This design comes from an exercise in tuning for a short achievable clock period and few clock cycles per item on the open sky130 flow, not from production work. In this exercise RTL edits were held to simulation tests only and were not proved equivalent to the original. Power is estimated from default activity; no workload was simulated.

[flow/config.mk]
export PLATFORM = sky130hd
export DESIGN_NAME = mips_core
export DESIGN_NICKNAME = mips_core
export VERILOG_FILES = /design/flow/design.v
export SDC_FILE = /design/flow/constraint.sdc
export NUM_CORES = 4
export LEC_CHECK = 0
export ABC_CLOCK_PERIOD_IN_PS = 2500
export CAP_MARGIN = 20
export CORE_MARGIN = 2
export CORE_UTILIZATION = 55
export PLACE_DENSITY = 0.7
export SETUP_SLACK_MARGIN = 4.0
export SLEW_MARGIN = 20
export TNS_END_PERCENT = 100
[flow/constraint.sdc]
create_clock -name core_clock -period 7.0 [get_ports {clock}]
set_input_delay 1.4000 -clock core_clock [delete_from_list [all_inputs] [get_ports {clock}]]
set_output_delay 1.4000 -clock core_clock [all_outputs]
set_load 0.01 [all_outputs]
[flow/design.v]
package mips_pkg;
    typedef logic [31:0] word_t;                     
    typedef logic [4:0]  reg_addr_t;                 
    localparam logic [5:0] OP_RTYPE = 6'h00;
    localparam logic [5:0] OP_BEQ   = 6'h04;
    localparam logic [5:0] OP_BNE   = 6'h05;
    localparam logic [5:0] OP_ADDIU = 6'h09;
    localparam logic [5:0] OP_SLTI  = 6'h0a;
    localparam logic [5:0] OP_ANDI  = 6'h0c;
    localparam logic [5:0] OP_ORI   = 6'h0d;
    localparam logic [5:0] OP_LW    = 6'h23;
    localparam logic [5:0] OP_SW    = 6'h2b;
    localparam logic [5:0] FN_ADDU = 6'h21;
    localparam logic [5:0] FN_SUBU = 6'h23;
    localparam logic [5:0] FN_AND  = 6'h24;
    localparam logic [5:0] FN_OR   = 6'h25;
    localparam logic [5:0] FN_SLT  = 6'h2a;
    function automatic word_t add32(input word_t a, input word_t b, input logic cin);
        word_t g, p, gg, pp, gn, pn;
        g  = a & b;
        p  = a ^ b;
        gg = g;
        pp = p;
        gg[0] = g[0] | (p[0] & cin);
        for (int d = 1; d < 32; d = d * 2) begin
            gn = gg;
            pn = pp;
            for (int i = d; i < 32; i++) begin
                gn[i] = gg[i] | (pp[i] & gg[i-d]);
                pn[i] = pp[i] & pp[i-d];
            end
            gg = gn;
            pp = pn;
        end
        add32 = p ^ {gg[30:0], cin};
    endfunction
    function automatic logic carry31(input word_t a, input word_t b, input logic cin);
        word_t g, p, gg, pp, gn, pn;
        g  = a & b;
        p  = a ^ b;
        gg = g;
        pp = p;
        gg[0] = g[0] | (p[0] & cin);
        for (int d = 1; d < 32; d = d * 2) begin
            gn = gg;
            pn = pp;
            for (int i = d; i < 32; i++) begin
                gn[i] = gg[i] | (pp[i] & gg[i-d]);
                pn[i] = pp[i] & pp[i-d];
            end
            gg = gn;
            pp = pn;
        end
        carry31 = gg[30];
    endfunction
    function automatic logic sum_eq(input word_t a, input word_t b, input word_t k,
                                    input logic cin);
        word_t r, c;
        r = a ^ b ^ k;
        c = {(a[30:0] & b[30:0]) | ((a[30:0] ^ b[30:0]) & ~k[30:0]), cin};
        sum_eq = (r == c);
    endfunction
    function automatic logic [16:0] add16(input logic [15:0] a, input logic [15:0] b,
                                         input logic cin);
        logic [15:0] g, p, gg, pp, gn, pn;
        g  = a & b;
        p  = a ^ b;
        gg = g;
        pp = p;
        gg[0] = g[0] | (p[0] & cin);
        for (int d = 1; d < 16; d = d * 2) begin
            gn = gg;
            pn = pp;
            for (int i = d; i < 16; i++) begin
                gn[i] = gg[i] | (pp[i] & gg[i-d]);
                pn[i] = pp[i] & pp[i-d];
            end
            gg = gn;
            pp = pn;
        end
        add16 = {gg[15], p ^ {gg[14:0], cin}};
    endfunction
    function automatic logic carry15(input logic [15:0] a, input logic [15:0] b,
                                     input logic cin);
        logic [15:0] g, p, gg, pp, gn, pn;
        g  = a & b;
        p  = a ^ b;
        gg = g;
        pp = p;
        gg[0] = g[0] | (p[0] & cin);
        for (int d = 1; d < 16; d = d * 2) begin
            gn = gg;
            pn = pp;
            for (int i = d; i < 16; i++) begin
                gn[i] = gg[i] | (pp[i] & gg[i-d]);
                pn[i] = pp[i] & pp[i-d];
            end
            gg = gn;
            pp = pn;
        end
        carry15 = gg[14];
    endfunction
endpackage
`timescale 1ns/1ps
module register_file (
    input  logic                clock,
    input  mips_pkg::reg_addr_t rs,
    input  mips_pkg::reg_addr_t rt,
    output mips_pkg::word_t     rs_data,
    output mips_pkg::word_t     rt_data,
    input  logic                wb_write,      
    input  mips_pkg::reg_addr_t wb_reg,
    input  mips_pkg::word_t     wb_data
);
    mips_pkg::word_t regs [31:1];
    always_ff @(posedge clock) begin
        if (wb_write) begin
            regs[wb_reg] <= wb_data;
        end
    end
    assign rs_data = (rs == 5'd0) ? '0 : regs[rs];
    assign rt_data = (rt == 5'd0) ? '0 : regs[rt];
endmodule
`timescale 1ns/1ps
module mips_core #(
    parameter mips_pkg::word_t RESET_PC = '0
) (
    input  logic                clock,
    input  logic                rst_n,
    output mips_pkg::word_t     imem_addr,
    input  mips_pkg::word_t     imem_data,
    output mips_pkg::word_t     dmem_addr,
    output mips_pkg::word_t     dmem_write_data,
    output logic                dmem_read,
    output logic                dmem_write,
    input  mips_pkg::word_t     dmem_read_data,
    output logic                wb_write,
    output mips_pkg::reg_addr_t wb_reg,
    output mips_pkg::word_t     wb_data
);
    logic rst_q;
    always_ff @(posedge clock) rst_q <= rst_n;
    logic stall;                                     
    logic redirect;                                  
    logic                d_wr, d_lw, d_sw, d_br, d_bne, d_same, d_pred, d_use_imm;
    logic                d_rs_zero, d_rt_zero;       
    logic                d_add, d_sub, d_and, d_or, d_slt, d_inv;
    mips_pkg::reg_addr_t d_dest;
    mips_pkg::word_t     d_imm, d_rs_snap, d_rt_snap;
    logic [7:0]          d_pcw;                      
    logic [8:0]          d_tlo;                      
    logic [13:0]         d_hi, d_hi_inc, d_hi_dec;   
    logic [1:0]          d_pcb;
    logic                d_fe_rs, d_fm_rs, d_fw_rs, d_fw2_rs, d_fs_rs;
    logic                d_fe_rt, d_fm_rt, d_fw_rt, d_fw2_rt, d_fs_rt;
    logic                e_wr, e_lw, e_sw, e_chk, e_bne, e_pred;
    logic                e_ldst;                     
    logic                e_add, e_sub, e_and, e_or, e_slt, e_cin, e_fix;
    mips_pkg::reg_addr_t e_dest;
    mips_pkg::word_t     e_a, e_b, e_st, e_alt, e_pc4, e_tgt;
    mips_pkg::word_t     sum, logic_res, res;      
    logic                lt;
    logic                m_wr, m_lw, m_sw;
    mips_pkg::reg_addr_t m_dest;
    mips_pkg::word_t     m_res, m_addr, m_st;
    logic                w_wr, w2_wr;
    mips_pkg::reg_addr_t w_reg, w2_reg;
    mips_pkg::word_t     w_data, w2_data;
    mips_pkg::word_t pc, pc4, d_target;
    logic            d_taken;
    mips_pkg::word_t     pc_n, wb_data_n;
    mips_pkg::reg_addr_t wb_reg_n;
    logic                wb_write_n, dmem_read_n;
    assign imem_addr = ~pc_n;
    assign pc4       = mips_pkg::add32(pc, 32'd4, 1'b0);
    logic d_cross, d_jump;                           
    assign d_jump = d_taken && !d_cross;
    always_ff @(posedge clock) begin
        if (!rst_q)         pc <= RESET_PC;
        else if (redirect)  pc <= e_alt;
        else if (!stall)    pc <= {pc4[31:12], d_jump ? d_target[11:0] : pc4[11:0]};
    end
    always_ff @(posedge clock) begin
        if (!rst_q)         pc_n <= ~RESET_PC;
        else if (redirect)  pc_n <= ~e_alt;
        else if (!stall)    pc_n <= ~{pc4[31:12], d_jump ? d_target[11:0] : pc4[11:0]};
    end
    logic [5:0]          f_op, f_fn;
    mips_pkg::reg_addr_t f_rs, f_rt, f_rd, f_dest;
    logic                f_rtype_ok, f_imm_alu, f_lw, f_sw, f_br;
    logic                f_use_rs, f_use_rt, f_wr, f_use_imm, f_sext;
    logic                f_add, f_sub, f_and, f_or, f_slt, f_inv;
    assign f_op = imem_data[31:26];
    assign f_rs = imem_data[25:21];
    assign f_rt = imem_data[20:16];
    assign f_rd = imem_data[15:11];
    assign f_fn = imem_data[5:0];
    always_comb begin
        f_rtype_ok = f_op == mips_pkg::OP_RTYPE &&
                     (f_fn == mips_pkg::FN_ADDU || f_fn == mips_pkg::FN_SUBU ||
                      f_fn == mips_pkg::FN_AND || f_fn == mips_pkg::FN_OR ||
                      f_fn == mips_pkg::FN_SLT);
        f_imm_alu  = f_op == mips_pkg::OP_ADDIU || f_op == mips_pkg::OP_SLTI ||
                     f_op == mips_pkg::OP_ANDI || f_op == mips_pkg::OP_ORI;
        f_lw       = f_op == mips_pkg::OP_LW;
        f_sw       = f_op == mips_pkg::OP_SW;
        f_br       = f_op == mips_pkg::OP_BEQ || f_op == mips_pkg::OP_BNE;
        f_use_rs   = (f_rtype_ok || f_imm_alu || f_lw || f_sw || f_br) && f_rs != 5'd0;
        f_use_rt   = (f_rtype_ok || f_sw || f_br) && f_rt != 5'd0;
        f_dest     = f_rtype_ok ? f_rd : f_rt;
        f_wr       = (f_rtype_ok || f_imm_alu || f_lw) && f_dest != 5'd0;
        f_use_imm  = f_imm_alu || f_lw || f_sw;
        f_sext     = !(f_op == mips_pkg::OP_ANDI || f_op == mips_pkg::OP_ORI);
        f_add      = (f_rtype_ok && f_fn == mips_pkg::FN_ADDU) || f_op == mips_pkg::OP_ADDIU ||
                     f_lw || f_sw;
        f_sub      = f_rtype_ok && f_fn == mips_pkg::FN_SUBU;
        f_and      = (f_rtype_ok && f_fn == mips_pkg::FN_AND) || f_op == mips_pkg::OP_ANDI;
        f_or       = (f_rtype_ok && f_fn == mips_pkg::FN_OR) || f_op == mips_pkg::OP_ORI;
        f_slt      = (f_rtype_ok && f_fn == mips_pkg::FN_SLT) || f_op == mips_pkg::OP_SLTI;
        f_inv      = f_sub || f_slt;                 
    end
    mips_pkg::word_t f_tlo, f_hi_inc, f_hi_dec;
    assign f_tlo    = mips_pkg::add32({24'd0, pc[9:2]}, {24'd0, imem_data[7:0]}, 1'b1);
    mips_pkg::word_t f_tc;
    logic            f_ct, f_cp, f_cross;
    logic [5:0]      f_s;
    assign f_tc    = mips_pkg::add32({22'd0, pc[11:2]}, {22'd0, imem_data[9:0]}, 1'b1);
    assign f_ct    = f_tc[10];
    assign f_cp    = &pc[11:3];
    assign f_s     = imem_data[15:10];
    assign f_cross = !((f_s == 6'd0 && f_ct == f_cp) || (f_s == 6'd1 && !f_ct && f_cp)
                       || (f_s == 6'h3f && f_ct && !f_cp));
    assign f_hi_inc = mips_pkg::add32({18'd0, pc[31:18]}, 32'd1, 1'b0);
    assign f_hi_dec = mips_pkg::add32({18'd0, pc[31:18]}, 32'hffff_ffff, 1'b0);
    logic f_he_rs, f_hm_rs, f_hw_rs, f_hw2_rs, f_he_rt, f_hm_rt, f_hw_rt, f_hw2_rt;
    assign f_he_rs  = f_use_rs && d_wr && d_dest == f_rs;
    assign f_hm_rs  = f_use_rs && e_wr && e_dest == f_rs;
    assign f_hw_rs  = f_use_rs && m_wr && m_dest == f_rs;
    assign f_hw2_rs = f_use_rs && w_wr && w_reg  == f_rs;
    assign f_he_rt  = f_use_rt && d_wr && d_dest == f_rt;
    assign f_hm_rt  = f_use_rt && e_wr && e_dest == f_rt;
    assign f_hw_rt  = f_use_rt && m_wr && m_dest == f_rt;
    assign f_hw2_rt = f_use_rt && w_wr && w_reg  == f_rt;
    mips_pkg::word_t f_rs_val, f_rt_val;
    register_file i_regs (
        .clock,
        .rs(f_rs), .rt(f_rt), .rs_data(f_rs_val), .rt_data(f_rt_val),
        .wb_write(w_wr), .wb_reg(w_reg), .wb_data(w_data)
    );
    mips_pkg::word_t ld_fwd, rv_rs, rv_rt;
    logic            needpred, br_eq;
    assign ld_fwd = m_lw ? dmem_read_data : m_res;
    assign rv_rs = ({32{d_fm_rs}} & ld_fwd) | ({32{d_fw_rs}} & w_data)
                 | ({32{d_fw2_rs}} & w2_data) | ({32{d_fs_rs}} & d_rs_snap);
    assign rv_rt = ({32{d_fm_rt}} & ld_fwd) | ({32{d_fw_rt}} & w_data)
                 | ({32{d_fw2_rt}} & w2_data) | ({32{d_fs_rt}} & d_rt_snap);
    mips_pkg::word_t d_tmid;
    logic [13:0]     d_thi;
    assign d_tmid   = mips_pkg::add32({24'd0, d_pcw}, {24'd0, d_imm[15:8]}, d_tlo[8]);
    assign d_thi    = (d_tmid[8] == d_imm[15]) ? d_hi : d_tmid[8] ? d_hi_inc : d_hi_dec;
    assign d_target = {d_thi, d_tmid[7:0], d_tlo[7:0], d_pcb};
    assign stall    = e_lw && (d_fe_rs || (d_fe_rt && !d_sw));
    assign needpred = d_fe_rs || d_fe_rt || (m_lw && (d_fm_rs || d_fm_rt));
    logic eq_mw, eq_mw2, eq_mt, eq_ww2, eq_wt, eq_w2t, eq_sm, eq_sw, eq_sw2, eq_st;
    assign eq_mw  = m_res   == w_data;
    assign eq_mw2 = m_res   == w2_data;
    assign eq_mt  = m_res   == d_rt_snap;
    assign eq_ww2 = w_data  == w2_data;
    assign eq_wt  = w_data  == d_rt_snap;
    assign eq_w2t = w2_data == d_rt_snap;
    assign eq_sm  = d_rs_snap == m_res;
    assign eq_sw  = d_rs_snap == w_data;
    assign eq_sw2 = d_rs_snap == w2_data;
    assign eq_st  = d_rs_snap == d_rt_snap;
    assign br_eq  = (d_fm_rs  && (d_fm_rt || (d_fw_rt && eq_mw) || (d_fw2_rt && eq_mw2) || (d_fs_rt && eq_mt)))
                 || (d_fw_rs  && ((d_fm_rt && eq_mw) || d_fw_rt || (d_fw2_rt && eq_ww2) || (d_fs_rt && eq_wt)))
                 || (d_fw2_rs && ((d_fm_rt && eq_mw2) || (d_fw_rt && eq_ww2) || d_fw2_rt || (d_fs_rt && eq_w2t)))
                 || (d_fs_rs  && ((d_fm_rt && eq_sm) || (d_fw_rt && eq_sw) || (d_fw2_rt && eq_sw2) || (d_fs_rt && eq_st)));
    logic zk, ex_zero;
    mips_pkg::word_t zx;
    logic pe;                                        
    assign zk      = ((d_fe_rs && d_rt_zero) || (d_fe_rt && d_rs_zero)) && !e_lw && !e_slt;
    assign zx      = (e_a ^ e_b) ^ {e_a[30:0] | e_b[30:0], e_cin};   
    assign ex_zero = ((e_add || e_sub) && zx == '0)
                  || (e_and && (e_a & e_b) == '0) || (e_or && (e_a | e_b) == '0);
    assign pe      = d_pred && !d_cross;
    assign d_taken = d_br && (d_same ? d_pred : zk ? (ex_zero != d_bne)
                                     : needpred ? pe : (br_eq != d_bne));
    always_ff @(posedge clock) begin
        if (!rst_q || redirect) begin                
            d_wr     <= 1'b0;
            d_lw     <= 1'b0;
            d_sw     <= 1'b0;
            d_br     <= 1'b0;
            d_fe_rs  <= 1'b0;
            d_fm_rs  <= 1'b0;
            d_fw_rs  <= 1'b0;
            d_fw2_rs <= 1'b0;
            d_fs_rs  <= 1'b0;
            d_fe_rt  <= 1'b0;
            d_fm_rt  <= 1'b0;
            d_fw_rt  <= 1'b0;
            d_fw2_rt <= 1'b0;
            d_fs_rt  <= 1'b0;
        end else if (!stall) begin
            d_wr     <= f_wr;
            d_lw     <= f_lw;
            d_sw     <= f_sw;
            d_br     <= f_br;
            d_fe_rs  <= f_he_rs;
            d_fm_rs  <= f_hm_rs && !f_he_rs;
            d_fw_rs  <= f_hw_rs && !f_he_rs && !f_hm_rs;
            d_fw2_rs <= f_hw2_rs && !f_he_rs && !f_hm_rs && !f_hw_rs;
            d_fs_rs  <= !f_he_rs && !f_hm_rs && !f_hw_rs && !f_hw2_rs;
            d_fe_rt  <= f_he_rt;
            d_fm_rt  <= f_hm_rt && !f_he_rt;
            d_fw_rt  <= f_hw_rt && !f_he_rt && !f_hm_rt;
            d_fw2_rt <= f_hw2_rt && !f_he_rt && !f_hm_rt && !f_hw_rt;
            d_fs_rt  <= !f_he_rt && !f_hm_rt && !f_hw_rt && !f_hw2_rt;
        end else begin                               
            d_fe_rs  <= 1'b0;                        
            d_fm_rs  <= d_fe_rs;
            d_fw_rs  <= 1'b0;
            d_fw2_rs <= 1'b0;
            d_fs_rs  <= !d_fe_rs;
            d_fe_rt  <= 1'b0;
            d_fm_rt  <= d_fe_rt;
            d_fw_rt  <= 1'b0;
            d_fw2_rt <= 1'b0;
            d_fs_rt  <= !d_fe_rt;
        end
    end
    always_ff @(posedge clock) begin
        if (!stall) begin
            d_dest    <= f_dest;
            d_use_imm <= f_use_imm;
            d_bne     <= f_op[0];
            d_same    <= f_rs == f_rt;
            d_rs_zero <= f_rs == 5'd0;
            d_cross   <= f_cross;
            d_rt_zero <= f_rt == 5'd0;
            d_pred    <= (f_rs == f_rt) ? !f_op[0] : f_op[0];
            d_add     <= f_add;
            d_sub     <= f_sub;
            d_and     <= f_and;
            d_or      <= f_or;
            d_slt     <= f_slt;
            d_inv     <= f_inv;
            d_imm     <= {{16{f_sext & imem_data[15]}}, imem_data[15:0]};
            d_pcw     <= pc[17:10];
            d_tlo     <= f_tlo[8:0];
            d_pcb     <= pc[1:0];
            d_hi      <= pc[31:18];
            d_hi_inc  <= f_hi_inc[13:0];
            d_hi_dec  <= f_hi_dec[13:0];
            d_rs_snap <= f_rs_val;
            d_rt_snap <= f_rt_val;
        end else begin
            d_rs_snap <= rv_rs;
            d_rt_snap <= rv_rt;
        end
    end
    always_ff @(posedge clock) begin
        if (!rst_q || stall) begin
            e_wr  <= 1'b0;
            e_lw  <= 1'b0;
            e_sw  <= 1'b0;
            e_chk <= 1'b0;
            e_fix <= 1'b0;
        end else begin
            e_wr  <= d_wr;
            e_lw  <= d_lw;
            e_sw  <= d_sw;
            e_chk <= d_br && !d_same && needpred && !zk;
            e_fix <= d_taken && d_cross;
        end
    end
    always_ff @(posedge clock) begin
        e_dest <= d_dest;
        e_add  <= d_add;
        e_sub  <= d_sub;
        e_and  <= d_and;
        e_or   <= d_or;
        e_slt  <= d_slt;
        e_bne  <= d_bne;
        e_pred <= pe;
        e_cin  <= d_inv;
        e_pc4  <= pc4;
        e_tgt  <= d_target;
        e_ldst <= d_fe_rt && e_lw;
        e_a    <= fwd_pick(d_fe_rs, rv_rs);
        e_b    <= {32{d_inv}} ^ fwd_pick(d_fe_rt && !d_use_imm, d_use_imm ? d_imm : rv_rt);
        e_st   <= fwd_pick(d_fe_rt, rv_rt);
    end
    assign sum  = mips_pkg::add32(e_a, e_b, e_cin);    
    assign lt   = (e_a[31] == e_b[31]) ? e_a[31] : !mips_pkg::carry31(e_a, e_b, e_cin);
    assign logic_res = ({32{e_and}} & (e_a & e_b)) | ({32{e_or}} & (e_a | e_b))
                     | {31'd0, e_slt & lt};
    assign res       = ({32{e_add || e_sub}} & sum) | logic_res;
    function automatic mips_pkg::word_t fwd_pick(input logic fwd, input mips_pkg::word_t v);
        fwd_pick = ({32{fwd && (e_add || e_sub)}} & sum)
                 | ({32{fwd && !e_add && !e_sub}} & logic_res) | ({32{!fwd}} & v);
    endfunction
    assign e_alt    = e_pred ? e_pc4 : e_tgt;        
    assign redirect = e_fix || (e_chk && (((e_a == e_st) != e_bne) != e_pred));
    always_ff @(posedge clock) begin
        if (!rst_n) begin
            m_wr <= 1'b0;
            m_lw <= 1'b0;
            dmem_read_n <= 1'b1;
            m_sw <= 1'b0;
        end else begin
            m_wr <= e_wr;
            m_lw <= e_lw;
            dmem_read_n <= !e_lw;
            m_sw <= e_sw;
        end
    end
    always_ff @(posedge clock) begin
        m_dest <= e_dest;
        m_res  <= res;
        m_addr <= sum;                               
        m_st   <= e_ldst ? dmem_read_data : e_st;
    end
    assign dmem_addr       = m_addr;
    assign dmem_write_data = m_st;
    assign dmem_read       = !dmem_read_n;
    assign dmem_write      = m_sw;
    always_ff @(posedge clock) begin
        if (!rst_n) begin
            w_wr  <= 1'b0;
            w2_wr <= 1'b0;
            wb_write_n <= 1'b1;
        end else begin
            w_wr  <= m_wr;
            w2_wr <= w_wr;
            wb_write_n <= !m_wr;
        end
    end
    always_ff @(posedge clock) begin
        w_reg   <= m_dest;
        w_data  <= ld_fwd;
        wb_reg_n  <= ~m_dest;
        wb_data_n <= ~ld_fwd;
        w2_reg  <= w_reg;
        w2_data <= w_data;
    end
    assign wb_write = !wb_write_n;
    assign wb_reg   = ~wb_reg_n;
    assign wb_data  = ~wb_data_n;
endmodule
[flow/run.sh]
#!/bin/bash
# synth_recipe.tcl (not shown) runs the flow's synth.tcl, then flattens the netlist and writes it again
# the make line also repeats each setting of config.mk as NAME=value (left out here)
make -C /OpenROAD-flow-scripts/flow DESIGN_CONFIG=/design/flow/config.mk WORK_HOME=/design/flow/orfs CLKGATE_MAP_FILE= SYNTH_SCRIPT=/design/flow/synth_recipe.tcl finish
==> notes.md, run 1 <==
status timing/DRC/antenna clean; Core Area approximately 140,000 sq um; clock skew 0.0365 ns; DR pass1 iterations 10; Post-DRT Antenna Nets 0; RSZ-0062 raised after global routing true; asr flop ratio synth 0; CP arrival between 4 and 5 ns; setup TNS 0 ns; num ports 202; Detailed Place HPWL 154 mm; worst min path class flip-flop to flip-flop; crit end category flip-flop; max-cap violations 0; prevailing post-synth register cell edfxtp_1; initial antenna violation count 23; Worst Hold Depth 0; CP delay by family, top simple AND/OR/NAND/NOR gates; DRT iter0 DRCs 8,117; Mapped Nets 5,458; Final Cell Area 90,600 sq um; first-pass GRT wire length around 370 mm; Unique masters post-synth 76; layout cell share with drive strength beyond 1 0.306; max-slew violations 0; vias per cell 6.99; sequential share of the synthesized area 0.566; GRT Residual Overflow 0; Fin. Hold Viols 0; Via Count 51,791; Die Span Y 377 microns; Fmax 0.302 GHz; #FFs+latches synth 1,622; Largest Register i_regs.regs; worst r2r path cells 12; leak pwr between 0.03 and 0.04 uW; Synth Instances 5,303; largest net degree at the start of global routing ~120; Sequential Area approximately 44,000 sq um; slowest stage delay, CP 0.58 ns; Slew @ Worst Pin roughly 1.3 ns; Required @ worst endpoint 7.70 ns; CP bufs+invs 2; Root Buffer Master clkbuf_16; H-Tree Depth 4; std cell rows 136; Tot GR Track Use 0.368; Residual DRC 0; CTS clk-pin slew, worst paths around 0.06 ns; PD cells 250 nW/um^2; CP startpoint kind flip-flop; Worst VDD drop roughly 0.23 mV; Port Buffers ~200; Clock Latency Late Sink 0.81 ns; # setup viols final 0; max reg flops between 900 and 1,000; routability congestion estimate roughly 1; placed inst area 80,200 sq um; filler instances around 9,600; P&R area growth vs syn 18.3%; Post-Syn Area per Cell 14.4 sq um; Post-Syn Area 76,500 sq um; CTS tree done; full die area 142,000 sq um; logic depth of the worst path, buffers included 12; Inserted Clock Buffers 166; commonest non-fill, non-tap cells in the layout edfxtp_1, mux4_2, dfxtp_1; commonest non-fill, non-tap cell in the layout edfxtp_1; Worst path slowest cell dfxtp_1; Worst Setup Path Type flip-flop to flip-flop; CTS sink cnt 1,622; wire length per cell after detailed routing 36.4 microns; slew margin rel. 0.146; Initial Util 0.555; Post-synth EDFFs 1,087; CTS max path bufs 3; Net count, final around 5,600; CP Cell Sequence xor2_1, nor4_2, nand4_1, nor3_1, o41ai_2, nand4_1, mux2i_2, nor3_4, buf_12, buf_12, mux2i_4, a221o_1; Synth Warn # 2; Final min period approximately 3.3 ns; chip width 377 microns; Max FO, Critical Path 6; multi-input logic area 33,100 sq um; vias in the first global route 49,449; Post-Route WL 269 mm; fin crit share 0.473
worst paths after layout:
path,from,slack [ns],end
worst min-delay path,d_add,0.34,e_add
worst min register to register,d_add,0.34,e_add
worst max-delay path,w2_data[17],3.69,pc_n[8]
worst max register to register,w2_data[17],3.69,pc_n[8]
worst reg2reg max path, stage by stage (launching register included):
cell     delay [ns]
dfxtp_1        0.58
xor2_1         0.15
nor4_2         0.40
nand4_1        0.15
nor3_1         0.28
o41ai_2        0.14
nand4_1        0.30
mux2i_2        0.36
nor3_4         0.08
buf_12         0.14
buf_12         0.14
mux2i_4        0.20
a221o_1        0.30
routing by layer:
| layer | GRT usage | part of all wire | vias to the layer above |
|---|---|---|---|
| li1 | - | - | 20681 |
| met4 | 0.176 | 0.058 | 14 |
| met5 | 0.0120 | 0.0018 | - |
| met3 | 0.112 | 0.15 | 806 |
| met1 | 0.495 | 0.36 | 26224 |
| met2 | 0.549 | 0.44 | 4066 |
what timing repair did:
| action | 4_1_cts | 5_1_grt |
|---|---|---|
| resized for setup | 633 | 234 |
| setup endpoints to repair | 377 | 210 |
| pin swaps | 121 | 120 |
| hold buffers | 0 | 0 |
| cloned | 13 | 12 |
| setup buffers | 81 | 69 |
| endpoints found under the hold margin | 0 | 0 |
final cells by class:
class,instances,area share
Antenna cell,6,0.000166
Clock buffer,240,0.0528
Clock inverter,64,0.00684
Inverter,223,0.00953
Multi-Input combinational cell,2971,0.365
Sequential cell,1622,0.483
Tap cell,1794,0.0248
Timing Repair Buffer,487,0.0583
where the power goes:
| part | internal (uW) | switching [uW] | leakage (uW) | total (uW) |
|---|---|---|---|---|
| sequential | 10400 | 392 | 0.0139 | 10800 |
| clock | 5070 | 3790 | 0.00263 | 8860 |
| combinational | 1340 | 1640 | 0.0154 | 2980 |
synthesized netlist by cell type, drive strengths merged, types with 77 or more instances:
master,n,area [sq um]
xor2,299,2620
dfxtp,535,10700
mux4,576,13000
buf,130,519
nor4,88,566
clkbuf,361,1360
edfxtp,1087,32600
xnor2,253,2220
nand2,196,736
ha,84,1050
mux2,77,867
nor2,203,762
a21oi,139,696
inv,222,833
o21ai,89,449
mux2i,189,1890
metrics by stage:
| step | util | std cells | setup WS (ns) | power [uW] | hold WS (ns) |
|---|---|---|---|---|---|
| floorplan | - | 5303 | 3.38 | 12400 | 0.323 |
| global placement | 0.582 | 6918 | 2.36 | 13400 | 0.328 |
| detailed placement | 0.582 | 6920 | 2.36 | 13400 | 0.328 |
| CTS | 0.643 | 7318 | 3.77 | 22400 | 0.340 |
| global route | 0.657 | 7404 | 3.63 | 23200 | 0.347 |
| finish | 0.657 | 7407 | 3.69 | 22700 | 0.339 |
kinds of logic after synthesis:
family	after synthesis	share of synthesized area
DFF	1622	0.566
buffers and inverters	714	0.0354
xor gates and xnor gates	552	0.0632
adders and majority gates	89	0.0150
and+or+nand+nor	795	0.0515
AOI/OAI and AO/OA	689	0.0629
muxes	842	0.206
Testbench counts, summed over its fixed seeds: cycles 44,083, instrs 43,169.
==> run 2, diff against run 1 <==
--- a/flow/config.mk
+++ b/flow/config.mk
@@ -9,6 +9,5 @@
 export CAP_MARGIN = 20
 export CORE_MARGIN = 2
-export CORE_UTILIZATION = 55
-export PLACE_DENSITY = 0.7
+export CORE_UTILIZATION = 40
 export SETUP_SLACK_MARGIN = 4.0
 export SLEW_MARGIN = 20
==> notes.md, run 2 <==
status timing/DRC/antenna clean; Overall Power 23,000 uW (+1.5%); top cells by area, synth edfxtp_1, mux4_2, dfxtp_1; Fmax 0.297 GHz (-1.7%); DRT iter0 DRCs 6,424 (-21%); initial antenna violation count 14 (-39%); fin crit share 0.481 (+0.00833); Post-Syn Area per Cell 14.4 sq um (unchanged); Synth Instances 5,303 (unchanged); Post-DRT Antenna Nets 0 (unchanged); simple-gate area share of the yosys netlist 0.0515 (unchanged); CTS max path bufs 3 (unchanged); Worst VDD drop 0.210 mV (-8.1%); hold_buf cts 0 (unchanged); Adder-Cell Fraction of Synth Area 0.0150 (unchanged); prevailing post-synth register cell edfxtp_1; CTS sink cnt 1,622 (unchanged); chip width 441 microns (+17%); Fin. Hold Viols 0 (unchanged); wire length per cell after detailed routing 34.1 microns (-6.2%); mux cell area share after synthesis 0.206 (unchanged); Critical Path Most Common Cell nand4_1; Synth Warn # 2 (unchanged); max-slew violations 0 (unchanged); Synth area leader edfxtp_1; vias in the first global route 48,656 (-1.6%); Post-Syn Area 76,500 sq um (unchanged); CTS clk-pin slew, worst paths 0.07 ns (about the same); Inserted Clock Buffers 170 (+2.4%); PD cells 252 nW/um^2 (+0.49%); H-Tree Depth 4 (unchanged); Synth Area in XOR/XNOR 0.0632 (unchanged); slew margin rel. 0.172 (+0.0264); Worst path slowest cell dfxtp_4; Required @ worst endpoint 7.71 ns (about the same); Residual DRC 0 (unchanged); Mapped Nets 5,458 (unchanged); most frequent cell after synthesis edfxtp_1; max-cap violations 0 (unchanged); largest net degree at the start of global routing 87 (-30%); full die area 195,000 sq um (+37%); Final min period 3.37 ns (+0.0583 ns); Largest Register i_regs.regs; sequential share of the synthesized area 0.566 (unchanged); Die Span Y 441 microns (+17%); largest family of logic cells by synthesized area multiplexers; CTS tree done; Synth top area share 0.427 (unchanged); P&R area growth vs syn 19.5%; asr flop ratio synth 0 (unchanged); clock skew 0.0351 ns (-0.00142 ns); Post-synth EDFFs 1,087 (unchanged); Post-Route WL 277 mm (+2.9%); std cell rows 160 (+18%); placed inst area 81,100 sq um (+1.1%); layout cell share with drive strength beyond 1 0.306 (+0.000361); setup TNS 0 ns (unchanged); Final Cell Area 91,400 sq um (+0.96%); DR pass1 iterations 9 (-1); Clock Latency Late Sink 0.84 ns (+0.03 ns); leak pwr 0.0320 uW (+0.31%); routability congestion estimate 0.976 (-0.82%); commonest non-fill, non-tap cell in the layout edfxtp_1; CP arrival 4.08 ns (+0.07 ns); Synth Area in Compound Gates 0.0629 (unchanged); Initial Util 0.402 (-0.153); CP startpoint kind flip-flop; Root Buffer Master clkbuf_16; Via Count 50,294 (-2.9%); final core occ 0.481 (-0.176); max reg flops 992 (unchanged); first-pass GRT wire length 370 mm (+0.83%); crit end category flip-flop; Worst Setup Path Type flip-flop to flip-flop; num ports 202 (unchanged); RSZ-0062 raised after global routing true; CP Cell Sequence xnor2_2, nand4_1, nor4_2, and3_1, o41ai_2, nand4_1, mux2i_2, nor3_4, buf_12, mux2i_4, a221o_1; hold_ws 0.343 ns (+0.00307 ns); #FFs+latches synth 1,622 (unchanged); commonest non-fill, non-tap cells in the layout edfxtp_1, mux4_2, dfxtp_1; Detailed Place HPWL 162 mm (+5.6%); Tot GR Track Use 0.269 (-0.0989); # setup viols final 0 (unchanged); filler instances 16,242 (+70%); worst min path class flip-flop to flip-flop; Net count, final 5,628 (+0.036%); vias per cell 6.18 (-12%); Port Buffers 201 (unchanged); most instantiated cells after synthesis edfxtp_1, mux4_2, dfxtp_1; slowest stage delay, CP 0.39 ns (-0.19 ns); Unique masters post-synth 76 (unchanged); Slew @ Worst Pin 1.23 ns (-0.0479 ns); Core Area 190,000 sq um (+38%); Max FO, Critical Path 12 (+6); GRT Residual Overflow 0 (unchanged)
==> run 2: final cells by class <==
class                      instances  area, sq um  area share
antenna                            1         2.50   0.0000274
clock buffer                     239         4740      0.0518
clock inverter                    80          923      0.0101
inverter                         223          857     0.00937
multi-input combinational       2970        32800       0.358
sequential                      1622        43700       0.478
tap                             2511         3140      0.0344
timing repair buffer             486         5310      0.0581
==> run 2: cell families after synthesis <==
logic type | Yosys count
AO/OA/AOI/OAI | 689
XOR/XNOR | 552
adder cells (fa/ha/maj) | 89
buffers and inverters | 714
flip-flops | 1622
multiplexers | 842
AND/OR/NAND/NOR | 795
==> run 2: worst max-delay path, delay by kind of cell, from the launching register on <==
family,cells,cell delay [ns]
AO/OA/AOI/OAI,2,0.41
flip-flops,1,0.39
buffers and inverters,1,0.17
XOR/XNOR,1,0.36
multiplexers,2,0.58
AND/OR/NAND/NOR,5,1.33
==> run 2: where the power goes <==
part / internal, uW / switching (uW) / total [uW] / leakage (uW)
registers: 10400 / 390 / 10800 / 0.0139
logic: 1330 / 1610 / 2950 / 0.0154
clock network: 5280 / 3950 / 9230 / 0.00276
==> run 2: metrics by stage <==
| stage | worst slack [ns] | instances |
|---|---|---|
| after floorplan | 3.38 | 5303 |
| after global placement | 2.41 | 7632 |
| after detailed placement | 2.40 | 7632 |
| after CTS | 3.58 | 8021 |
| after global routing | 3.64 | 8131 |
| final | 3.63 | 8132 |
==> run 2: per-layer routing <==
metal	track usage	wire [microns]
met2	0.430	127000
met4	0.131	15500
met1	0.353	105000
met3	0.0539	29700
met5	0	33
==> run 2: path summary, 6_finish.rpt <==
path,from,to,slack [ns],depth (start not counted)
max,m_res[5],pc_n[11],3.63,11
min reg2reg,d_sub,e_sub,0.34,0
max reg2reg,m_res[5],pc_n[11],3.63,11
min,d_sub,e_sub,0.34,0
==> run 2: what timing repair did <==
item | 4_1_cts | 5_1_grt
resized for setup | 449 | 390
gates cloned | 9 | 15
pin swaps | 68 | 95
setup endpoints to repair | 382 | 212
buffers inserted | 61 | 95
==> run 3, diff against run 2 <==
--- a/flow/design.v
+++ b/flow/design.v
@@ -169,8 +169,8 @@
     mips_pkg::word_t pc, pc4, d_target;
     logic            d_taken;
-    mips_pkg::word_t     pc_n, wb_data_n;
+    mips_pkg::word_t     wb_data_n;
     mips_pkg::reg_addr_t wb_reg_n;
     logic                wb_write_n, dmem_read_n;
-    assign imem_addr = ~pc_n;
+    assign imem_addr = pc;
     assign pc4       = mips_pkg::add32(pc, 32'd4, 1'b0);
     logic d_cross, d_jump;                           
@@ -181,9 +181,4 @@
         else if (!stall)    pc <= {pc4[31:12], d_jump ? d_target[11:0] : pc4[11:0]};
     end
-    always_ff @(posedge clock) begin
-        if (!rst_q)         pc_n <= ~RESET_PC;
-        else if (redirect)  pc_n <= ~e_alt;
-        else if (!stall)    pc_n <= ~{pc4[31:12], d_jump ? d_target[11:0] : pc4[11:0]};
-    end
     logic [5:0]          f_op, f_fn;
     mips_pkg::reg_addr_t f_rs, f_rt, f_rd, f_dest;
==> notes.md, run 3 <==
status timing/DRC/antenna clean; met2 routed WL 121 mm (-4.3%); top cells by area, synth edfxtp_1, mux4_2, dfxtp_1; Mapped Nets 5,333 (-2.3%); CTS max path bufs 3 (unchanged); commonest non-fill, non-tap cells in the layout edfxtp_1, mux4_2, dfxtp_1; most instantiated cells after synthesis edfxtp_1, mux4_2, dfxtp_1; Fmax 0.289 GHz (-2.7%); CTS clk-pin slew, worst paths 0.06 ns (about the same); CP startpoint kind flip-flop; Synth Warn # 2 (unchanged); hold_ws 0.339 ns (-0.00355 ns); Die Span Y 438 microns (-0.70%); clock skew 0.0513 ns (+0.0162 ns); CP arrival 4.16 ns (+0.08 ns); setup TNS 0 ns (unchanged); Root Buffer Master clkbuf_16; leak pwr 0.0323 uW (+0.89%); full die area 192,000 sq um (-1.4%); largest net degree at the start of global routing 107 (+23%); std cell rows 159 (-0.63%); sequential share of the synthesized area 0.566 (about the same); CP Cell Sequence inv_2, fa_2, inv_2, fa_2, a21o_1, and4_1, o211ai_1, a21o_2, o211ai_1, a31o_2, a21oi_4, xnor2_4, nand2b_4, a31o_4, o21ai_2, xnor2_1; Overall Power 22,900 uW (-0.60%); Tot GR Track Use 0.266 (-0.00303); GRT Residual Overflow 0 (unchanged); final core occ 0.475 (-0.00524); most frequent cell after synthesis edfxtp_1; DRT iter0 DRCs 6,521 (+1.5%); Worst Setup Path Type flip-flop to flip-flop; worst r2r path cells 16 (+5); CTS tree done; first-pass GRT wire length 364 mm (-1.7%); Synth Instances 5,178 (-2.4%); R2R Path End e_b[20]; Residual DRC 0 (unchanged); RSZ-0062 raised after global routing true; hold path start d_add; CTS sink cnt 1,590 (-2.0%); wire length per cell after detailed routing 32.7 microns (-4.0%); Largest Register i_regs.regs; Clock Latency Late Sink 0.85 ns (about the same); Detailed Place HPWL 161 mm (-0.81%); Max FO, Critical Path 5 (-7); Worst Hold Depth 0 (unchanged); # setup viols final 0 (unchanged); flop2flop setup slack 3.54 ns (-0.09 ns); Post-synth EDFFs 1,087 (unchanged); asr flop ratio synth 0 (unchanged); prevailing post-synth register cell edfxtp_1; vias per cell 6.12 (-1.1%); Net count, final 5,477 (-2.7%); slowest stage delay, CP 0.35 ns (-0.04 ns); DR pass1 iterations 10 (+1); max reg flops 992 (unchanged); Post-Route WL 261 mm (-5.9%); vias in the first global route 48,121 (-1.1%); routability congestion estimate 0.990 (+1.4%); Worst R2R Start e_b[0]; Worst VDD drop 0.323 mV (+54%); Top Metal Used met5; H-Tree Depth 4 (unchanged); #FFs+latches synth 1,590 (-2.0%); fin crit share 0.494 (+0.0131); Port Buffers 201 (unchanged); CP bufs+invs 2 (+1); max-slew violations 0 (unchanged); chip width 438 microns (-0.70%); num ports 202 (unchanged); Slew @ Worst Pin 1.34 ns (+0.109 ns); max-cap violations 0 (unchanged); PD cells 256 nW/um^2 (+1.9%); Post-Syn Area 75,500 sq um (-1.4%); Core Area 188,000 sq um (-1.4%); filler instances 16,193 (-0.30%); Required @ worst endpoint 7.70 ns (about the same); Via Count 48,756 (-3.1%); met3 WL post-DR 24.8 mm (-17%); Post-Route M1 WL 104 mm (-1.8%); Synth area leader edfxtp_1; layout cell share with drive strength beyond 1 0.290 (-0.0161); Final min period 3.46 ns (+0.0917 ns); Hold Crit Endpoint e_add; slew margin rel. 0.0992 (-0.0731); Post-DRT Antenna Nets 0 (unchanged); crit end category flip-flop; Unique masters post-synth 73 (-3.9%); worst min path class flip-flop to flip-flop; Worst path slowest cell fa_2; Inserted Clock Buffers 168 (-1.2%); Synth top area share 0.433 (+0.00610); P&R area growth vs syn 18.2%; commonest non-fill, non-tap cell in the layout edfxtp_1; initial antenna violation count 22 (+8); Initial Util 0.402 (about the same); CP delay by family, top compound AO/OA/AOI/OAI gates; Post-Syn Area per Cell 14.6 sq um (+0.97%); Fin. Hold Viols 0 (unchanged)
## run 3: changes by cell type after synthesis, sizes merged, moves of 13 or more
cell | before | now
inv | 222 | 196
o21ai | 89 | 112
o211a | 15 | 0
a211oi | 30 | 61
o211ai | 35 | 17
nor2b | 21 | 52
xor2 | 299 | 328
a31oi | 25 | 12
dfxtp | 535 | 503
xnor2 | 253 | 239
nand2 | 196 | 172
and2 | 28 | 12
## run 3: timing repair
item / CTS / global route
endpoints found under the setup margin: 412 / 171
hold buffers: 0 / 0
pin swaps: 82 / 66
gates resized for setup: 589 / 150
setup buffers: 59 / 49
endpoints found under the hold margin: 0 / 0
gates cloned: 6 / 7
## run 3: how the worst max path moves through the flow
stage                        from       endpoint  slack (ns)  cells past startpoint
global placement    imem_data[16]  d_rt_snap[12]        2.39                      6
CTS                         e_cin        e_b[14]        3.58                     16
detailed placement  imem_data[16]  d_rt_snap[12]        2.33                      6
global route                e_cin        e_b[14]        3.45                     16
floorplan            imem_data[0]        d_cross        3.35                     15
finish                     e_b[0]        e_b[20]        3.54                     16
## run 3: layout make-up
cell class	instances	area [sq um]	share of cell area
repair buffers	455	4710	0.0528
well taps	2495	3120	0.0350
flip-flops and latches	1590	42900	0.481
clock buffers	214	4540	0.0509
multi-input cells	2910	32000	0.359
clock inverters	97	1120	0.0125
diodes	13	32.5	0.000365
inverters	197	767	0.00860
## run 3: cells by family after synthesis
group / after synthesis / share of synthesized area
multiplexers: 838 / 0.208
AND/OR/NAND/NOR: 757 / 0.0503
flip-flops: 1590 / 0.566
buffers and inverters: 678 / 0.0351
AO/OA/AOI/OAI: 659 / 0.0597
adder cells (fa/ha/maj): 89 / 0.0153
XOR/XNOR: 567 / 0.0658
## run 3: where the power goes
group / total, uW / switching, uW / leakage [uW] / internal, uW
logic: 2980 / 1660 / 0.0149 / 1320
registers: 10600 / 365 / 0.0146 / 10200
clock network: 9260 / 3930 / 0.00277 / 5330
total: 22900 / 5960 / 0.0323 / 16900
## run 3: routing by layer
layer,vias up,global-route usage
met5,-,0
met4,8,0.110
met3,524,0.0531
met2,2738,0.419
met1,25283,0.361
li1,20203,-
## run 3: per-stage QoR
stage          instance area (sq um)  std cells  setup slack [ns]
2_1_floorplan                  76300       5178              3.35
3_3_place_gp                   80100       7521              2.39
3_5_place_dp                   80100       7524              2.33
4_1_cts                        87900       7900              3.58
5_1_grt                        89200       7969              3.45
6_report                       89200       7971              3.54
Testbench counts of run 3, summed over its fixed seeds: cycles 44,083, instrs 43,169.
==> run 4, diff against run 3 <==
--- a/flow/config.mk
+++ b/flow/config.mk
@@ -10,5 +10,5 @@
 export CORE_MARGIN = 2
 export CORE_UTILIZATION = 40
-export SETUP_SLACK_MARGIN = 4.0
+export SETUP_SLACK_MARGIN = 3.8
 export SLEW_MARGIN = 20
 export TNS_END_PERCENT = 100
==> notes.md, run 4 <==
hold_buf cts 0 (unchanged); Mapped Nets 5,333 (unchanged); commonest non-fill, non-tap cell in the layout edfxtp_1; final core occ 0.473 (-0.00249); leak pwr 0.0317 uW (-1.9%); Via Count 48,401 (-0.73%); setup TNS 0 ns (unchanged); Final min period 3.47 ns (+0.0136 ns); CP startpoint kind flip-flop; R2R Path End e_b[30]; RSZ-0062 raised after global routing true; CTS clk-pin slew, worst paths 0.06 ns (about the same); Initial Util 0.402 (unchanged); vias in the first global route 47,793 (-0.68%); CP bufs+invs 2 (unchanged); Synth area leader edfxtp_1; Synth Warn # 2 (unchanged); Largest Register i_regs.regs; hold path start d_sub; CTS sink cnt 1,590 (unchanged); initial antenna violation count 18 (-18%); clock skew 0.0358 ns (-0.0155 ns); Worst path slowest cell dfxtp_2; routability congestion estimate 0.994 (+0.39%); Worst Hold Depth 0 (unchanged); wire length per cell after detailed routing 33.1 microns (+1.1%); fin crit share 0.496 (+0.00195); Post-Syn Area 75,500 sq um (unchanged); asr flop ratio synth 0 (unchanged); Net count, final 5,429 (-0.88%); CTS tree done; Tot GR Track Use 0.268 (+0.00128); Post-DRT Antenna Nets 0 (unchanged); slowest stage delay, CP 0.33 ns (-0.02 ns); Unique masters post-synth 73 (unchanged); layout cell share with drive strength beyond 1 0.281 (-0.00890); vias per cell 6.11 (-0.14%); chip width 438 microns (unchanged); Worst Setup Path Type flip-flop to flip-flop; max-slew violations 0 (unchanged); slew margin rel. 0.162 (+0.0626); largest net degree at the start of global routing 102 (-4.7%); Worst R2R Start e_b[0]; Fmax 0.288 GHz (-0.39%); H-Tree Depth 4 (unchanged); Worst VDD drop 0.260 mV (-19%); CP arrival 4.18 ns (+0.02 ns); most frequent cell after synthesis edfxtp_1; #FFs+latches synth 1,590 (unchanged); Post-Syn Area per Cell 14.6 sq um (unchanged); Core Area 188,000 sq um (unchanged); CP Cell Sequence inv_2, fa_2, inv_2, fa_2, a21o_1, and4_1, o211ai_1, a21o_2, o21bai_4, a211o_1, a21oi_2, o21bai_1, a21oi_2, xnor2_2, o21ai_1, xnor2_1; Die Span Y 438 microns (unchanged); std cell rows 159 (unchanged); Fin. Hold Viols 0 (unchanged); P&R area growth vs syn 17.6%; top cells by area, synth edfxtp_1, mux4_2, dfxtp_1; Slew @ Worst Pin 1.25 ns (-0.0931 ns); Hold Crit Endpoint e_sub; DRT iter0 DRCs 5,795 (-11%); commonest non-fill, non-tap cells in the layout edfxtp_1, mux4_2, dfxtp_1; Detailed Place HPWL 161 mm (-0.13%); GRT Residual Overflow 0 (unchanged); Max FO, Critical Path 4 (-1); Required @ worst endpoint 7.71 ns (about the same); # setup viols final 0 (unchanged); prevailing post-synth register cell edfxtp_1; worst r2r path cells 16 (unchanged); max reg flops 992 (unchanged); status timing/DRC/antenna clean; flop2flop setup slack 3.53 ns (about the same); Synth Instances 5,178 (unchanged); max-cap violations 0 (unchanged); Post-synth EDFFs 1,087 (unchanged); Synth top area share 0.433 (unchanged); crit end category flip-flop; sequential share of the synthesized area 0.566 (unchanged); Residual DRC 0 (unchanged); CTS max path bufs 3 (unchanged); Post-Route WL 262 mm (+0.46%); Inserted Clock Buffers 169 (+0.60%); Port Buffers 201 (unchanged); Clock Latency Late Sink 0.86 ns (about the same); Root Buffer Master clkbuf_16; full die area 192,000 sq um (unchanged); DR pass1 iterations 10 (unchanged); worst min path class flip-flop to flip-flop; PD cells 257 nW/um^2 (+0.13%); most instantiated cells after synthesis edfxtp_1, mux4_2, dfxtp_1; first-pass GRT wire length 363 mm (-0.11%); num ports 202 (unchanged); CP delay by family, top compound AO/OA/AOI/OAI gates
run 4: metrics by stage:
stage,total power [uW],worst slack (ns),hold WS [ns],instances,area (sq um)
after global placement,13300,2.34,0.326,7520,80100
after global routing,23400,3.38,0.337,7921,88700
after CTS,22700,3.59,0.332,7883,87800
final,22800,3.53,0.337,7924,88700
after detailed placement,13300,2.36,0.327,7524,80100
after floorplan,12300,3.35,0.323,5178,76000
run 4: final cells by class:
| class | count | area, sq um |
|---|---|---|
| clock buffers | 221 | 4590 |
| inverters | 197 | 767 |
| diodes | 10 | 25.0 |
| fillers | 16064 | 98900 |
| well taps | 2495 | 3120 |
| multi-input cells | 2910 | 31900 |
| flip-flops and latches | 1590 | 43000 |
| repair buffers | 406 | 4290 |
| clock inverters | 95 | 1100 |
run 4: timing repair:
action	CTS	global route
setup endpoints to repair	226	127
gates resized for setup	446	145
cloned	7	3
pin swaps	60	57
setup buffers	36	28
run 4: worst max path at each step:
stage / cells after the start / slack, ns / end / from
finish: 16 / 3.53 / e_b[30] / e_b[0]
global route: 16 / 3.38 / e_st[30] / e_b[0]
CTS: 16 / 3.59 / e_b[30] / e_b[0]
detailed placement: 16 / 2.36 / d_cross / imem_data[0]
global placement: 16 / 2.34 / d_cross / imem_data[0]
floorplan: 15 / 3.35 / d_cross / imem_data[0]
run 4: power breakdown:
group          total (uW)  switching [uW]  leakage, uW  internal [uW]
logic                2960            1630       0.0143           1340
clock network        9180            3950      0.00275           5230
registers           10600             371       0.0146          10300
run 4: per-layer routing:
metal  routed length (microns)  vias up  track usage  part of all wire
met5                       204        -      0.00546           0.00078
met4                     12800       10        0.119             0.049
met3                     23400      545       0.0551             0.089
met2                    124000     2573        0.432              0.47
met1                    101000    25195        0.348              0.39
li1                          -    20078            -                 -
run 4: logic make-up after synthesis:
kind of cell,after synthesis,share of synthesized area
buffers and inverters,678,0.0351
AOI/OAI and AO/OA,659,0.0597
xor gates and xnor gates,567,0.0658
and+or+nand+nor,757,0.0503
muxes,838,0.208
DFF,1590,0.566
adders and majority gates,89,0.0153
==> run 5, diff against run 4 <==
--- a/flow/design.v
+++ b/flow/design.v
@@ -143,4 +143,6 @@
     logic stall;                                     
     logic redirect;                                  
+    logic wrong;                                     
+    mips_pkg::word_t r_alt;
     logic                d_wr, d_lw, d_sw, d_br, d_bne, d_same, d_pred, d_use_imm;
     logic                d_rs_zero, d_rt_zero;       
@@ -178,5 +180,5 @@
     always_ff @(posedge clock) begin
         if (!rst_q)         pc <= RESET_PC;
-        else if (redirect)  pc <= e_alt;
+        else if (redirect)  pc <= r_alt;
         else if (!stall)    pc <= {pc4[31:12], d_jump ? d_target[11:0] : pc4[11:0]};
     end
@@ -357,5 +359,5 @@
     end
     always_ff @(posedge clock) begin
-        if (!rst_q || stall) begin
+        if (!rst_q || stall || redirect) begin       
             e_wr  <= 1'b0;
             e_lw  <= 1'b0;
@@ -398,5 +400,10 @@
     endfunction
     assign e_alt    = e_pred ? e_pc4 : e_tgt;        
-    assign redirect = e_fix || (e_chk && (((e_a == e_st) != e_bne) != e_pred));
+    assign wrong    = e_fix || (e_chk && (((e_a == e_st) != e_bne) != e_pred));
+    always_ff @(posedge clock) begin
+        if (!rst_q) redirect <= 1'b0;
+        else        redirect <= wrong;
+        r_alt <= e_alt;
+    end
     always_ff @(posedge clock) begin
         if (!rst_n) begin
--- a/flow/config.mk
+++ b/flow/config.mk
@@ -10,5 +10,5 @@
 export CORE_MARGIN = 2
 export CORE_UTILIZATION = 40
-export SETUP_SLACK_MARGIN = 3.8
+export SETUP_SLACK_MARGIN = 4.0
 export SLEW_MARGIN = 20
 export TNS_END_PERCENT = 100
==> notes.md, run 5 <==
net switching power 6060 uW (+1.9%); setup TNS 0 ns (unchanged); CTS sink cnt 1,623 (+2.1%); commonest non-fill, non-tap cells in the layout edfxtp_1, mux4_2, dfxtp_1; Fin. Hold Viols 0 (unchanged); Core Area 190,000 sq um (+1.1%); Detailed Place HPWL 164 mm (+1.9%); Synth top area share 0.429 (-0.00366); asr flop ratio synth 0 (unchanged); status timing/DRC/antenna clean; vias in the first global route 49,108 (+2.8%); GRT Residual Overflow 0 (unchanged); top cells by area, synth edfxtp_1, mux4_2, dfxtp_1; largest net degree at the start of global routing 55 (-46%); slowest stage delay, CP 0.38 ns (+0.05 ns); Worst VDD drop 0.218 mV (-16%); layout cell share with drive strength beyond 1 0.329 (+0.0481); Post-Syn Area 76,100 sq um (+0.85%); hold_buf cts 0 (unchanged); most frequent cell after synthesis edfxtp_1; Comb pwr share 0.131 (about the same); chip width 440 microns (+0.42%); max-cap violations 0 (unchanged); Required @ worst endpoint 7.71 ns (about the same); PD cells 253 nW/um^2 (-1.2%); dpl cells 7,534 (+0.13%); Port Buffers 201 (unchanged); CTS max path bufs 3 (unchanged); CP arrival 4.22 ns (+0.04 ns); Cell Count, Final, Fillers Out 8,132 (+2.6%); Tot GR Track Use 0.281 (+0.0128); first-pass GRT wire length 380 mm (+4.7%); Worst path slowest cell fa_2; Post-synth EDFFs 1,087 (unchanged); vias per cell 6.13 (+0.41%); H-Tree Depth 4 (unchanged); CP startpoint kind flip-flop; Overall Power 23,300 uW (+2.4%); Max FO, Critical Path 3 (-1); prevailing post-synth register cell edfxtp_1; Synth Warn # 2 (unchanged); Net count, final 5,612 (+3.4%); CP Cell Sequence inv_2, fa_2, inv_2, fa_2, a21o_1, nand4_1, a211oi_4, o2111a_2, nor2_4, o21ai_4, and4_1, nor3_2, xnor2_2, o211a_1, o31ai_2, xnor2_1; initial antenna violation count 22 (+4); Post-DRT Antenna Nets 0 (unchanged); CTS clk-pin slew, worst paths 0.06 ns (about the same); DR pass1 iterations 9 (-1); Synth Instances 5,219 (+0.79%); CTS tree done; Mapped Nets 5,374 (+0.77%); wire length per cell after detailed routing 34.2 microns (+3.4%); Via Count 49,873 (+3.0%); Initial Util 0.401 (-0.000810); crit end category flip-flop; worst min path class flip-flop to flip-flop; RSZ-0062 raised after global routing true; # setup viols final 0 (unchanged); max reg flops 992 (unchanged); sequential share of the synthesized area 0.570 (+0.00390); #FFs+latches synth 1,623 (+2.1%); P&R area growth vs syn 20.9%; Root Buffer Master clkbuf_16; fin crit share 0.501 (+0.00429); filler instances 16,023 (-0.26%); switch share 0.260 (-0.00138); Clock Power Share 0.407 (+0.004); Post-Route WL 278 mm (+6.1%); leak pwr 0.0317 uW (+0.12%); Worst Setup Path Type flip-flop to flip-flop; Clock Latency Late Sink 0.86 ns (about the same); P_int 17,300 uW (+2.6%); num ports 202 (unchanged); max-slew violations 0 (unchanged); multi-input logic area 32,500 sq um (+2.0%); Unique masters post-synth 75 (+2.7%); register share of total power 0.462 (-0.005); Die Span Y 440 microns (+0.42%); Fmax 0.285 GHz (-0.86%); Synth area leader edfxtp_1; std cell rows 160 (+0.63%); slew margin rel. 0.130 (-0.0319); Slew @ Worst Pin 1.29 ns (+0.0475 ns); DRT iter0 DRCs 6,450 (+11%); clock skew 0.0527 ns (+0.0169 ns); Inserted Clock Buffers 173 (+2.4%); Sequential Area 43,800 sq um (+1.9%); Final min period 3.50 ns (+0.0300 ns); routability congestion estimate 1.01 (+1.8%); commonest non-fill, non-tap cell in the layout edfxtp_1; most instantiated cells after synthesis edfxtp_1, mux4_2, dfxtp_1; full die area 194,000 sq um (+0.85%); Post-Syn Area per Cell 14.6 sq um (about the same); Largest Register i_regs.regs; Residual DRC 0 (unchanged)
[run 5: cell count changes after synthesis, moves of 13 or more]
cell / delta
a211oi_1: -38
a21oi_1: +27
and2_1: +24
dfxtp_1: +33
mux2_2: +27
mux2i_1: -13
nor2_1: +18
nor2b_1: -26
xnor2_1: +28
xor2_1: -22
[run 5: critical path, delay by kind of cell (launching register included)]
kind	cells	cell delay [ns]
AOI/OAI and AO/OA	6	1.48
adders and majority gates	2	0.58
and+or+nand+nor	4	0.56
DFF	1	0.33
xor gates and xnor gates	2	0.29
buffers and inverters	2	0.12
[run 5: kinds of logic (layout without fill, tap and decap cells)]
group                      count (synthesis)  count (layout)  share of synthesized area
xor gates and xnor gates                 573             573                     0.0660
adders and majority gates                 89              89                     0.0151
AOI/OAI and AO/OA                        629             630                     0.0559
other                                      0              12                          0
DFF                                     1623            1623                      0.570
muxes                                    852             852                      0.208
and+or+nand+nor                          782             782                     0.0503
buffers and inverters                    671            1060                     0.0343
[run 5: cell type report]
| type | count | area share |
|---|---|---|
| antenna | 12 | 0.000326 |
| multi-input combinational | 2926 | 0.353 |
| inverter | 187 | 0.00808 |
| clock inverter | 97 | 0.0124 |
| timing repair inverter | 2 | 0.000190 |
| sequential | 1623 | 0.476 |
| clock buffer | 230 | 0.0521 |
| tap | 2511 | 0.0341 |
| timing repair buffer | 544 | 0.0639 |
[run 5: worst paths after layout]
kind | start | endpoint | slack, ns | cells past startpoint
worst max-delay path | e_b[0] | e_b[30] | 3.50 | 16
worst min-delay path | d_slt | e_slt | 0.34 | 0
worst max register to register | e_b[0] | e_b[30] | 3.50 | 16
worst min register to register | d_slt | e_slt | 0.34 | 0
[run 5: power groups by stage]
stage / clock (uW) / combinational (uW) / sequential [uW]
2_1_floorplan: 0 / 1610 / 10800
3_3_place_gp: 0 / 2390 / 11000
3_5_place_dp: 0 / 2390 / 11000
4_1_cts: 9600 / 2810 / 10800
5_1_grt: 9960 / 3180 / 10800
6_report: 9490 / 3060 / 10800
[run 5: per-layer routing]
layer	global-route usage	up-vias	share of wire
li1	-	20479	-
met1	0.376	25834	0.39
met2	0.441	2990	0.46
met3	0.0562	558	0.10
met4	0.126	12	0.050
met5	0	-	0.00027
[run 5: stage by stage]
step	util	hold WS, ns	setup WS (ns)	instance area [sq um]
3_5_place_dp	0.426	0.328	2.09	80800
5_1_grt	0.485	0.349	3.38	92000
3_3_place_gp	0.426	0.324	1.98	80800
2_1_floorplan	-	0.323	3.25	77300
6_report	0.485	0.342	3.50	92000
4_1_cts	0.477	0.343	3.45	90400
[run 5: what timing repair did]
item	CTS	global route
resized for setup	644	205
buffers inserted	155	83
cloned	18	3
setup endpoints to repair	493	205
pin swaps	132	96
Testbench counts of run 5, summed over its fixed seeds: cycles 44,136, instrs 43,169.

static timing again, ports no longer ideal:
In the flow no input, the clock included, has a driving cell. The finished layouts below were timed again as built, in two steps.
Step 1 sets driving cells, clkbuf_16 on the clock port and buf_2 on the other inputs (assumed; they add their load-dependent delay and slew).
Step 2, shift: input delay + t, output delay - t, t = (earliest + latest rising clock arrival at the registers) / 2. This alone moves slack from input paths to output paths.
Three values: no drivers, after step 1, after step 2; two values: the first two.
run	shift t [ns]	setup slack, ns	hold WS [ns]	clock arrival spread, ns
run 1	0.883	3.690 / 3.690 / 2.973	0.339 / 0.339 / 0.339	0.044 / 0.044
run 2	0.917	3.632 / 3.632 / 2.927	0.343 / 0.343 / 0.343	0.037 / 0.037
run 3	0.907	3.540 / 3.540 / 2.955	0.339 / 0.339 / 0.339	0.059 / 0.059
run 4	0.913	3.526 / 3.526 / 2.761	0.337 / 0.337 / 0.337	0.053 / 0.053
run 5	0.917	3.496 / 3.496 / 2.899	0.342 / 0.342 / 0.342	0.062 / 0.062
After both steps every run listed still meets setup and hold. For run 4, which loses most, drivers alone change the setup slack by 0.000 ns; drivers and shift together by -0.765 ns.
